This design comes from an exercise in tuning for small area on the open sky130 flow, not from production work. The RTL was checked by simulation tests, not by an equivalence proof against the original design. Power figures rest on the tool's default switching activity, not on a simulated workload.

build 73:
==> flow/design.v (excerpt) <==
module conv5x5_top (
  input  wire logic             clk,
  input  wire logic             rst,
  input  wire conv_pkg::pixel_t row0,      
  input  wire conv_pkg::pixel_t row1,
  input  wire conv_pkg::pixel_t row2,
  input  wire conv_pkg::pixel_t row3,
  input  wire conv_pkg::pixel_t row4,      
  output conv_pkg::pixel_t      pix_out    
);
  conv_pkg::pixel_t pix_raw, pix_del;
  logic valid, rst_q, rst_g;
  mac_cascade u_cascade (
    .clk (clk), .rst (rst), .rst_q (rst_q), .rst_g (rst_g),
    .row0 (row0), .row1 (row1), .row2 (row2), .row3 (row3), .row4 (row4),
    .pix_raw (pix_raw)
  );
  row_skew_line #(
    .depth (conv_pkg::out_delay - 2)
  ) u_delay (
    .clk     (clk),
    .pix_in  (pix_raw),
    .pix_out (pix_del)
  );
  mac_tap u_blank (
    .clk   (clk),
    .rst   (rst),
    .valid (valid),
    .rst_q (rst_q),
    .rst_g (rst_g)
  );
  assign pix_out = valid ? (pix_del ^ conv_pkg::pix_pol) : '0;
endmodule
clock: 4.0 ns
lec_check: 0
cap_margin: 20
core_margin: 2
core_utilization: 65
slew_margin: 20
synth_hierarchical: 1
standard.sh (not shown) runs the stock make flow with config.mk's settings and CLKGATE_MAP_FILE= SYNTH_SCRIPT=/design/flow/synth_recipe.tcl, a recipe that flattens the netlist after the stock synthesis.
==> flow/flow/run.sh <==
#!/bin/bash
export BUFFER_PORTS_ARGS="-buffer_cell sky130_fd_sc_hd__buf_1"
export CTS_ARGS="-sink_clustering_enable -repair_clock_nets -dont_use_dummy_load -sink_clustering_size 11 -sink_clustering_max_diameter 50 -buf_list sky130_fd_sc_hd__clkbuf_4"
bash standard.sh > standard.log 2>&1
## Diff of input files: build 54 against build 73
# build 73
export LEC_CHECK = 0
export CAP_MARGIN = 20
export CORE_MARGIN = 2
export CORE_UTILIZATION = 65
export SLEW_MARGIN = 20
export SYNTH_HIERARCHICAL = 1
create_clock -name core_clock -period 4.0 [get_ports {clk}]
# build 54
export LEC_CHECK = 0
export CAP_MARGIN = 20
export CORE_MARGIN = 2
export CORE_UTILIZATION = 80
export SLEW_MARGIN = 20
export SYNTH_HIERARCHICAL = 1
create_clock -name core_clock -period 4.0 [get_ports {clk}]
==> flow/flow/run.sh <==
#!/bin/bash
export BUFFER_PORTS_ARGS="-buffer_cell sky130_fd_sc_hd__buf_1"
export CTS_ARGS="-sink_clustering_enable -repair_clock_nets -dont_use_dummy_load -sink_clustering_size 12 -sink_clustering_max_diameter 40 -buf_list sky130_fd_sc_hd__clkbuf_4"
bash standard.sh > standard.log 2>&1
[summary]
- Re post-placement worst setup slack: build 54 is 57 ps down on build 73.
- Per the comparison of build 54 with build 73, sequential fraction of design power down 1.2 points, residual DRC count shows no meaningful change.
- Per the comparison of build 54 with build 73, relative slew slack shrank by 8.3 points; placed cell count fell by 4.7%; synthesis-to-finish area growth decreased 0.63 points; routed wire length +about 25%.
Edits applied to the flow inputs when going from build 54 to build 72:
# build 54
export LEC_CHECK = 0
export CAP_MARGIN = 20
export CORE_MARGIN = 2
export CORE_UTILIZATION = 80
export SLEW_MARGIN = 20
export SYNTH_HIERARCHICAL = 1
create_clock -name core_clock -period 4.0 [get_ports {clk}]
# build 72
export LEC_CHECK = 0
export CAP_MARGIN = 20
export CORE_MARGIN = 2
export CORE_UTILIZATION = 65
export SLEW_MARGIN = 20
export SYNTH_HIERARCHICAL = 1
create_clock -name core_clock -period 4.0 [get_ports {clk}]
==> flow/flow/run.sh <==
#!/bin/bash
export BUFFER_PORTS_ARGS="-buffer_cell sky130_fd_sc_hd__buf_1"
export CTS_ARGS="-sink_clustering_enable -repair_clock_nets -dont_use_dummy_load -sink_clustering_size 10 -sink_clustering_max_diameter 50 -buf_list sky130_fd_sc_hd__clkbuf_4"
bash standard.sh > standard.log 2>&1
Notes after the runs:
- Build 72: no failed stages, no open violations at the end
- Build 72 vs build 54, ratio of cells with drive above 1 in the final layout went up by 0.90 points.
- Build 54 → build 72: total via count in the routed design went down, switching share of total power went down, vertical die dimension went up, transition time at the pin with the least slew margin went down, post-route total power went down.
- Looking at worst slack after detailed placement, build 72 sits above build 54.
- After detailed routing, build 54 needs more wire than build 72.
- Between build 54 and build 72, worst-case setup margin in the final layout is lower for build 72, build 54 comes in above that.
For build 87, these inputs were changed with respect to build 72:
# build 72
export LEC_CHECK = 0
export CAP_MARGIN = 20
export CORE_MARGIN = 2
export CORE_UTILIZATION = 65
export SLEW_MARGIN = 20
export SYNTH_HIERARCHICAL = 1
create_clock -name core_clock -period 4.0 [get_ports {clk}]
# build 87
export LEC_CHECK = 0
export CAP_MARGIN = 20
export CORE_MARGIN = 2
export CORE_UTILIZATION = 85
export SLEW_MARGIN = 20
export SYNTH_HIERARCHICAL = 1
create_clock -name core_clock -period 4.0 [get_ports {clk}]
==> flow/flow/run.sh <==
#!/bin/bash
export BUFFER_PORTS_ARGS="-buffer_cell sky130_fd_sc_hd__buf_1"
export CTS_ARGS="-sink_clustering_enable -repair_clock_nets -dont_use_dummy_load -sink_clustering_size 13 -sink_clustering_max_diameter 35 -buf_list sky130_fd_sc_hd__clkbuf_4"
bash standard.sh > standard.log 2>&1
==> summary.txt <==
As far as synthesized cell count goes, build 72 and build 87 are indistinguishable; the numbers are identical.
Build 87 failed in detailed placement (3_5_place_dp) with DPL-0033.
Post-synthesis share of cell area spent on full adders, half adders and majority gates: build 72 vs build 87 identical
Count of state elements after synthesis: build 87 vs build 72 identical


conv5x5_top, a different RTL version from the one above (not shown whole).
For scale: ~550 cells after synthesis, ~0.0089 mm2 of cells after synthesis.
Settings: LEC_CHECK=0, CAP_MARGIN=20, CORE_MARGIN=2, CORE_UTILIZATION=40, SLEW_MARGIN=20, SYNTH_HIERARCHICAL=1; clock period 4.0 ns.
==> flow/flow/run.sh <==
#!/bin/bash
export BUFFER_PORTS_ARGS="-buffer_cell sky130_fd_sc_hd__buf_1"
export CTS_ARGS="-sink_clustering_enable -repair_clock_nets -dont_use_dummy_load -sink_clustering_size 16 -sink_clustering_max_diameter 70 -buf_list sky130_fd_sc_hd__clkbuf_8"
bash standard.sh > standard.log 2>&1
The starting point produced a clean layout.
Rerun with:
==> flow/flow/run.sh (replaced) <==
#!/bin/bash
export BUFFER_PORTS_ARGS="-buffer_cell sky130_fd_sc_hd__buf_1"
export CTS_ARGS="-sink_clustering_enable -repair_clock_nets -dont_use_dummy_load -sink_clustering_size 11 -sink_clustering_max_diameter 50 -buf_list sky130_fd_sc_hd__clkbuf_4"
bash standard.sh > standard.log 2>&1
--- a/flow/config.mk
+++ b/flow/config.mk
@@ -8,5 +8,5 @@
 export CAP_MARGIN = 20
 export CORE_MARGIN = 2
-export CORE_UTILIZATION = 40
+export CORE_UTILIZATION = 65
 export SLEW_MARGIN = 20
 export SYNTH_HIERARCHICAL = 1
The changed run produced a clean layout.
Power fell by 1.9%.
Core utilization goes up by 27 points.
Cell area is lower by 2.0%.
Via count went down by 0.43%.
Combinational power hardly moves.
Cell count fell by 10%.
Non-clock buffer count does not change.
Wire length fell by 2.2%.
Hold slack got worse by 53 ps.
Flip-flop and latch count stays the same.
Rerun with:
==> flow/flow/run.sh (replaced) <==
#!/bin/bash
export BUFFER_PORTS_ARGS="-buffer_cell sky130_fd_sc_hd__buf_1"
export CTS_ARGS="-sink_clustering_enable -repair_clock_nets -dont_use_dummy_load -sink_clustering_size 12 -sink_clustering_max_diameter 50 -buf_list sky130_fd_sc_hd__clkbuf_4"
bash standard.sh > standard.log 2>&1
After rerunning:
- via count is unchanged
- cell count is about the same
- routed wire length increases by 1.1%
- total power goes down by about 0.3%
- worst hold slack gets better by 5.3 ps
- utilization drops by 0.11 points
- area after synthesis is unchanged


conv5x5_top, a different RTL version from the one above (not shown whole).
Size in the first run: roughly 570 cells after synthesis, roughly 280 flip-flops, ~50 I/O pins.
==> flow/design.v (excerpt) <==
module conv5x5_top (
  input  wire logic             clk,
  input  wire logic             rst,
  input  wire conv_pkg::pixel_t row0,      
  input  wire conv_pkg::pixel_t row1,
  input  wire conv_pkg::pixel_t row2,
  input  wire conv_pkg::pixel_t row3,
  input  wire conv_pkg::pixel_t row4,      
  output conv_pkg::pixel_t      pix_out    
);
clock: 4.0 ns
lec_check: 0
cap_margin: 20
core_margin: 2
core_utilization: 65
slew_margin: 20
synth_hierarchical: 1
==> flow/flow/run.sh <==
#!/bin/bash
# standard layout; ports buffered with the smallest buffer, clock tree without dummy loads
export BUFFER_PORTS_ARGS="-buffer_cell sky130_fd_sc_hd__buf_1"
export CTS_ARGS="-sink_clustering_enable -repair_clock_nets -dont_use_dummy_load -sink_clustering_size 28 -sink_clustering_max_diameter 100"
bash standard.sh > standard.log 2>&1
The first run went through all stages and came out clean.
Then changed:
==> flow/run.sh (new file) <==
#!/bin/bash
# synth_recipe.tcl (not shown) runs the flow's synth.tcl, then flattens the netlist and writes it again
# the make line also repeats each setting of config.mk as NAME=value (left out here)
make -C /OpenROAD-flow-scripts/flow DESIGN_CONFIG=/design/flow/config.mk WORK_HOME=/design/flow/orfs CLKGATE_MAP_FILE= SYNTH_SCRIPT=/design/flow/synth_recipe.tcl finish
- CORE_UTILIZATION: 65 -> 40
- CTS_BUF_LIST: unset -> sky130_fd_sc_hd__clkbuf_4
removed: flow/flow/run.sh
removed: flow/standard.sh
The new run completed without violations.
Utilization decreases by 23 points.
Combinational power went up by about 1%.
Die area goes up by 60%.
Then changed:
- CORE_UTILIZATION: 40 -> 60
- CTS_BUF_LIST: sky130_fd_sc_hd__clkbuf_4 -> sky130_fd_sc_hd__clkbuf_8
- CTS_CLUSTER_SIZE: unset -> 30
After rerunning:
- cell area fell by 1.4%
- count of clock-buffer cells in the layout fell by 54
- global-route usage rises by 5.9 points
- hold slack improves by 0.017 ns
- routed wire length went up by 1.6%
Then changed:
==> flow/flow/run.sh (new file) <==
#!/bin/bash
# standard layout; ports buffered with the smallest buffer, clock tree without dummy loads
export BUFFER_PORTS_ARGS="-buffer_cell sky130_fd_sc_hd__buf_1"
export CTS_ARGS="-sink_clustering_enable -repair_clock_nets -dont_use_dummy_load -sink_clustering_size 28 -sink_clustering_max_diameter 100"
bash standard.sh > standard.log 2>&1
==> flow/standard.sh (new file) <==
#!/bin/bash
# synth_recipe.tcl (not shown) runs the flow's synth.tcl, then flattens the netlist and writes it again
# the make line also repeats each setting of config.mk as NAME=value (left out here)
make -C /OpenROAD-flow-scripts/flow DESIGN_CONFIG=/design/flow/config.mk WORK_HOME=/design/flow/orfs CLKGATE_MAP_FILE= SYNTH_SCRIPT=/design/flow/synth_recipe.tcl "${@:-finish}"
- CORE_UTILIZATION: 60 -> 40
- CTS_BUF_LIST: sky130_fd_sc_hd__clkbuf_8 -> unset
- CTS_CLUSTER_SIZE: 30 -> unset
removed: flow/run.sh
First-iteration DRC count goes up by 1.1%. Design area falls by 6.8%. Wire length came out lower by 9.4%. Via count fell by 6.3%. Clock power shrinks by 41%.
Then changed:
==> flow/flow/run.sh (replaced) <==
#!/bin/bash
# standard layout; ports buffered with the smallest buffer, clock tree without dummy loads
export BUFFER_PORTS_ARGS="-buffer_cell sky130_fd_sc_hd__buf_1"
export CTS_ARGS="-sink_clustering_enable -repair_clock_nets -dont_use_dummy_load -sink_clustering_size 20 -sink_clustering_max_diameter 100"
bash standard.sh > standard.log 2>&1
After rerunning: Die area does not change; global-route usage climbs by 0.20 points; utilization climbs by 0.44 points; wire length climbs slightly; cell area climbs slightly; via count climbs slightly; power climbs by a few percent.

==> separate check: timing with driven ports <==
In the flow no input, the clock included, has a driving cell. The finished layouts below were timed again as built, in two steps. Step 1 assumes that a clkbuf_16 drives the clock port and a buf_2 every other input. Step 2, shift: input delay + t, output delay - t, t = (earliest + latest rising clock arrival at the registers) / 2. This alone moves slack from input paths to output paths. a / b / c = no drivers / after step 1 / after step 2; a / b = the first two.
run	shift t [ns]	slack for setup (ns)	worst setup path at the end
build 73	0.651	0.154 / 0.154 / 0.154	register to register
build 54	0.613	0.133 / 0.133 / 0.133	register to register
build 72	0.595	0.116 / 0.116 / 0.116	register to register
the first run of note 2	0.539	0.277 / 0.277 / 0.277	register to register
the second run of note 2	0.631	0.282 / 0.282 / 0.282	register to register
the third run of note 2	0.637	0.269 / 0.269 / 0.269	register to register
the first run of note 3	0.476	0.184 / 0.184 / 0.184	register to register
the second run of note 3	0.665	0.190 / 0.190 / 0.190	register to register
the third run of note 3	0.561	0.156 / 0.156 / 0.156	register to register
the fourth run of note 3	0.482	0.266 / 0.266 / 0.266	register to register
the fifth run of note 3	0.508	0.250 / 0.250 / 0.250	register to register
After both steps setup and hold are still met in every run listed.
